This is an optimization exercise on Yosys and OpenROAD, whose aim is small area and a short achievable clock period, not a production implementation.
Only simulation tests tie the RTL to the original design; equivalence was not proved.

==> flow/design.v <==
module vga_box_compositor #(
  parameter int COLOR_W  = 4,
  parameter int N_BOX    = 4,
  parameter int CW       = 10,
  parameter int H_ACTIVE = 640,
  parameter int H_FP     = 16,
  parameter int H_SYNC   = 96,
  parameter int H_BP     = 48,
  parameter int V_ACTIVE = 480,
  parameter int V_FP     = 10,
  parameter int V_SYNC   = 2,
  parameter int V_BP     = 33,
  localparam int IDX_W   = (N_BOX > 1) ? $clog2(N_BOX) : 1
) (
  input  logic                   clk,
  input  logic                   rst_n,
  input  logic                   pix_en,
  input  logic [3*COLOR_W-1:0]   bg_rgb,
  input  logic                   cfg_valid,
  output logic                   cfg_ready,
  input  logic [IDX_W-1:0]       cfg_idx,
  input  logic [CW-1:0]          cfg_x0,
  input  logic [CW-1:0]          cfg_y0,
  input  logic [CW-1:0]          cfg_x1,
  input  logic [CW-1:0]          cfg_y1,
  input  logic [3*COLOR_W-1:0]   cfg_rgb,
  input  logic [2:0]             cfg_alpha,
  input  logic                   cfg_en,
  output logic [COLOR_W-1:0]     vga_r,
  output logic [COLOR_W-1:0]     vga_g,
  output logic [COLOR_W-1:0]     vga_b,
  output logic                   vga_hs,
  output logic                   vga_vs,
  output logic                   frame_start
);
  localparam int H_TOTAL = H_ACTIVE + H_FP + H_SYNC + H_BP;
  localparam int V_TOTAL = V_ACTIVE + V_FP + V_SYNC + V_BP;
  localparam int RGB_W   = 3 * COLOR_W;
  logic [CW-1:0] h, v, v_next;
  logic          last_h, commit_pos, commit, cfg_we;
  assign last_h     = (h == CW'(H_TOTAL - 1));
  assign commit_pos = last_h && (v == CW'(V_ACTIVE - 1));
  assign commit     = pix_en && commit_pos;
  assign cfg_ready  = !commit;
  assign cfg_we     = cfg_valid && !commit;
  assign v_next     = (v == CW'(V_TOTAL - 1)) ? '0 : v + 1'b1;
  always_ff @(posedge clk or negedge rst_n) begin
    if (!rst_n) begin
      h <= '0;
      v <= '0;
    end else if (pix_en) begin
      if (last_h) begin
        h <= '0;
        v <= v_next;
      end else begin
        h <= h + 1'b1;
      end
    end
  end
  logic [CW-1:0]    p_x0 [N_BOX], p_y0 [N_BOX], p_x1 [N_BOX], p_y1 [N_BOX];
  logic [RGB_W-1:0] p_rgb [N_BOX];
  logic [2:0]       p_sel [N_BOX];
  logic [CW-1:0]    a_x0 [N_BOX], a_y0 [N_BOX], a_x1 [N_BOX], a_y1 [N_BOX];
  logic [RGB_W-1:0] a_rgb [N_BOX];
  logic [2:0]       a_sel [N_BOX];
  logic [2:0] w_sel;
  assign w_sel = {cfg_en && (cfg_alpha != 3'd0),
                  cfg_en && (cfg_alpha[2] || (cfg_alpha[1] && !cfg_alpha[0])),
                  cfg_en && (cfg_alpha[2] || (cfg_alpha[1] && cfg_alpha[0]))};
  for (genvar i = 0; i < N_BOX; i++) begin : g_bank
    logic we;
    assign we = cfg_we && (cfg_idx == IDX_W'(i));
    always_ff @(posedge clk) begin
      if (we) begin
        p_x0[i]  <= cfg_x0;
        p_y0[i]  <= cfg_y0;
        p_x1[i]  <= cfg_x1;
        p_y1[i]  <= cfg_y1;
        p_rgb[i] <= cfg_rgb;
      end
    end
    always_ff @(posedge clk or negedge rst_n) begin
      if (!rst_n)
        p_sel[i] <= '0;
      else if (we)
        p_sel[i] <= w_sel;
    end
    always_ff @(posedge clk) begin
      if (commit) begin
        a_x0[i]  <= p_x0[i];
        a_y0[i]  <= p_y0[i];
        a_x1[i]  <= p_x1[i];
        a_y1[i]  <= p_y1[i];
        a_rgb[i] <= p_rgb[i];
      end
    end
    always_ff @(posedge clk or negedge rst_n) begin
      if (!rst_n)
        a_sel[i] <= '0;
      else if (commit)
        a_sel[i] <= p_sel[i];
    end
  end
  logic [N_BOX-1:0] yin;
  logic             y_slot;
  logic [CW-1:0]    y0_s, y1_s;
  assign y_slot = (h[CW-1:2] == (CW-2)'((H_ACTIVE + 4) >> 2));
  assign y0_s   = a_y0[h[1:0]];
  assign y1_s   = a_y1[h[1:0]];
  always_ff @(posedge clk) begin
    for (int i = 0; i < N_BOX; i++)
      if (y_slot && h[1:0] == 2'(i))
        yin[i] <= (y0_s <= v_next) && (v_next < y1_s);
  end
  logic [N_BOX-1:0] xge, xlt;
  logic             h_zero;
  assign h_zero = (h == '0);
  always_ff @(posedge clk) begin
    if (pix_en)
      for (int i = 0; i < N_BOX; i++) begin
        xge[i] <= (h == a_x0[i]) || (xge[i] && !h_zero);
        xlt[i] <= (h != a_x1[i]) && (xlt[i] || h_zero);
      end
  end
  function automatic [COLOR_W-1:0] avg(input [COLOR_W-1:0] x, input [COLOR_W-1:0] y);
    reg [COLOR_W:0] s;
    begin
      s = {1'b0, x} + {1'b0, y};
      avg = s[COLOR_W:1];
    end
  endfunction
  logic [RGB_W-1:0] bg_q, col_q, blend;
  always_comb begin
    logic [2:0] sel;
    logic [COLOR_W-1:0] c, p;
    blend = bg_q;
    for (int i = 0; i < N_BOX; i++) begin
      sel = (xge[i] && xlt[i] && yin[i]) ? a_sel[i] : 3'b000;
      for (int ch = 0; ch < 3; ch++) begin
        c = a_rgb[i][ch*COLOR_W +: COLOR_W];
        p = blend[ch*COLOR_W +: COLOR_W];
        blend[ch*COLOR_W +: COLOR_W] = avg(avg(sel[2] ? c : p, sel[1] ? c : p), sel[0] ? c : p);
      end
    end
  end
  always_ff @(posedge clk) begin
    if (pix_en) begin
      bg_q  <= bg_rgb;
      col_q <= blend;
    end
  end
  logic h_ge2, vis, tick_q;
  assign h_ge2 = (h >= CW'(2));
  assign vis   = h_ge2 && (h < CW'(H_ACTIVE + 2)) && (v < CW'(V_ACTIVE));
  assign vga_r  = vis ? col_q[3*COLOR_W-1:2*COLOR_W] : '0;
  assign vga_g  = vis ? col_q[2*COLOR_W-1:COLOR_W]   : '0;
  assign vga_b  = vis ? col_q[COLOR_W-1:0]           : '0;
  assign vga_hs = !((h >= CW'(H_ACTIVE + H_FP + 2)) && (h < CW'(H_ACTIVE + H_FP + H_SYNC + 2)));
  assign vga_vs = h_ge2 ? !((v >= CW'(V_ACTIVE + V_FP)) && (v < CW'(V_ACTIVE + V_FP + V_SYNC)))
                        : !((v >= CW'(V_ACTIVE + V_FP + 1)) && (v < CW'(V_ACTIVE + V_FP + V_SYNC + 1)));
  always_ff @(posedge clk)
    tick_q <= pix_en;
  assign frame_start = tick_q && (h == CW'(2)) && (v == '0);
endmodule
Settings: LEC_CHECK=0, CAP_MARGIN=20, CORE_MARGIN=2, CORE_UTILIZATION=40, SLEW_MARGIN=20; clock period 20.0 ns.
run.sh (not shown) runs the stock make flow with config.mk's settings and CLKGATE_MAP_FILE= SYNTH_SCRIPT=/design/flow/synth_recipe.tcl, a recipe that flattens the netlist after the stock synthesis.
Change:
--- a/flow/design.v
+++ b/flow/design.v
@@ -33,31 +33,30 @@
   output logic                   vga_vs,
   output logic                   frame_start
 );
   localparam int H_TOTAL = H_ACTIVE + H_FP + H_SYNC + H_BP;
   localparam int V_TOTAL = V_ACTIVE + V_FP + V_SYNC + V_BP;
   localparam int RGB_W   = 3 * COLOR_W;
-  logic [CW-1:0] h, v, v_next;
+  logic [CW-1:0] h, v, h_next, v_next;
   logic          last_h, commit_pos, commit, cfg_we;
   assign last_h     = (h == CW'(H_TOTAL - 1));
-  assign commit_pos = last_h && (v == CW'(V_ACTIVE - 1));
   assign commit     = pix_en && commit_pos;
   assign cfg_ready  = !commit;
   assign cfg_we     = cfg_valid && !commit;
+  assign h_next     = last_h ? '0 : h + 1'b1;
   assign v_next     = (v == CW'(V_TOTAL - 1)) ? '0 : v + 1'b1;
   always_ff @(posedge clk or negedge rst_n) begin
     if (!rst_n) begin
-      h <= '0;
-      v <= '0;
+      h          <= '0;
+      v          <= '0;
+      commit_pos <= 1'b0;
     end else if (pix_en) begin
-      if (last_h) begin
-        h <= '0;
+      h          <= h_next;
+      commit_pos <= (h == CW'(H_TOTAL - 2)) && (v == CW'(V_ACTIVE - 1));
+      if (last_h)
         v <= v_next;
-      end else begin
-        h <= h + 1'b1;
-      end
     end
   end
   logic [CW-1:0]    p_x0 [N_BOX], p_y0 [N_BOX], p_x1 [N_BOX], p_y1 [N_BOX];
   logic [RGB_W-1:0] p_rgb [N_BOX];
   logic [2:0]       p_sel [N_BOX];
   logic [CW-1:0]    a_x0 [N_BOX], a_y0 [N_BOX], a_x1 [N_BOX], a_y1 [N_BOX];
@@ -109,46 +108,51 @@
   assign y1_s   = a_y1[h[1:0]];
   always_ff @(posedge clk) begin
     for (int i = 0; i < N_BOX; i++)
       if (y_slot && h[1:0] == 2'(i))
         yin[i] <= (y0_s <= v_next) && (v_next < y1_s);
   end
-  logic [N_BOX-1:0] xge, xlt;
-  logic             h_zero;
-  assign h_zero = (h == '0);
+  logic [N_BOX-1:0] xge, xlt, hit, hit_q;
   always_ff @(posedge clk) begin
     if (pix_en)
       for (int i = 0; i < N_BOX; i++) begin
-        xge[i] <= (h == a_x0[i]) || (xge[i] && !h_zero);
-        xlt[i] <= (h != a_x1[i]) && (xlt[i] || h_zero);
+        xge[i] <= (h_next == a_x0[i]) || (xge[i] && !last_h);
+        xlt[i] <= (h_next != a_x1[i]) && (xlt[i] || last_h);
       end
   end
+  assign hit = xge & xlt & yin;
   function automatic [COLOR_W-1:0] avg(input [COLOR_W-1:0] x, input [COLOR_W-1:0] y);
     reg [COLOR_W:0] s;
     begin
       s = {1'b0, x} + {1'b0, y};
       avg = s[COLOR_W:1];
     end
   endfunction
-  logic [RGB_W-1:0] bg_q, col_q, blend;
+  function automatic [COLOR_W-1:0] mix(input [2:0] sel, input [COLOR_W-1:0] c, input [COLOR_W-1:0] p);
+    mix = avg(avg(sel[2] ? c : p, sel[1] ? c : p), sel[0] ? c : p);
+  endfunction
+  logic [RGB_W-1:0] mid, mid_q, col_q, blend;
   always_comb begin
     logic [2:0] sel;
-    logic [COLOR_W-1:0] c, p;
-    blend = bg_q;
-    for (int i = 0; i < N_BOX; i++) begin
-      sel = (xge[i] && xlt[i] && yin[i]) ? a_sel[i] : 3'b000;
-      for (int ch = 0; ch < 3; ch++) begin
-        c = a_rgb[i][ch*COLOR_W +: COLOR_W];
-        p = blend[ch*COLOR_W +: COLOR_W];
-        blend[ch*COLOR_W +: COLOR_W] = avg(avg(sel[2] ? c : p, sel[1] ? c : p), sel[0] ? c : p);
-      end
+    sel = hit[0] ? a_sel[0] : 3'b000;
+    for (int ch = 0; ch < 3; ch++)
+      mid[ch*COLOR_W +: COLOR_W] = mix(sel, a_rgb[0][ch*COLOR_W +: COLOR_W], bg_rgb[ch*COLOR_W +: COLOR_W]);
+  end
+  always_comb begin
+    logic [2:0] sel;
+    blend = mid_q;
+    for (int i = 1; i < N_BOX; i++) begin
+      sel = hit_q[i] ? a_sel[i] : 3'b000;
+      for (int ch = 0; ch < 3; ch++)
+        blend[ch*COLOR_W +: COLOR_W] = mix(sel, a_rgb[i][ch*COLOR_W +: COLOR_W], blend[ch*COLOR_W +: COLOR_W]);
     end
   end
   always_ff @(posedge clk) begin
     if (pix_en) begin
-      bg_q  <= bg_rgb;
+      mid_q <= mid;
+      hit_q <= hit;
       col_q <= blend;
     end
   end
   logic h_ge2, vis, tick_q;
   assign h_ge2 = (h >= CW'(2));
   assign vis   = h_ge2 && (h < CW'(H_ACTIVE + 2)) && (v < CW'(V_ACTIVE));
Worst setup slack is better by 730 ps.
Cell area fell by 1.5%.
Global-route usage rose by 1.0 points.
Via count fell by 5.7%.
Critical path depth fell by 33.
Core utilization rose by 0.27 points.
Count of clock-buffer cells in the layout rose by 2.
Wire length rose by 4.8%.
Hold slack barely changes.

==> afterwards: timing with drivers on the ports <==
No port has a modelled driver above. Below, the same layouts with a new extraction and two added sets of constraints.
Step 1 (the two cells are an assumption about what drives the block):
set clk [get_ports {clk}]
set_driving_cell -lib_cell sky130_fd_sc_hd__clkbuf_16 $clk
set_driving_cell -lib_cell sky130_fd_sc_hd__buf_2 [delete_from_list [all_inputs] $clk]
Step 2, shift: input delay + t, output delay - t, t = (earliest + latest rising clock arrival at the registers) / 2. This alone moves slack from input paths to output paths.
Three values: no drivers, after step 1, after step 2; two values: the first two.
| run | t (ns) | slack for setup (ns) | worst register clock-pin slew, ns |
|---|---|---|---|
| the first run | 0.678 | 9.829 / 9.829 / 9.829 | 0.07 / 0.07 |
| the second run | 0.665 | 10.556 / 10.526 / 10.526 | 0.06 / 0.06 |
After both steps every run listed still meets setup and hold. For the second run, which loses most, drivers alone change the setup slack by -0.030 ns; drivers and shift together by -0.030 ns.
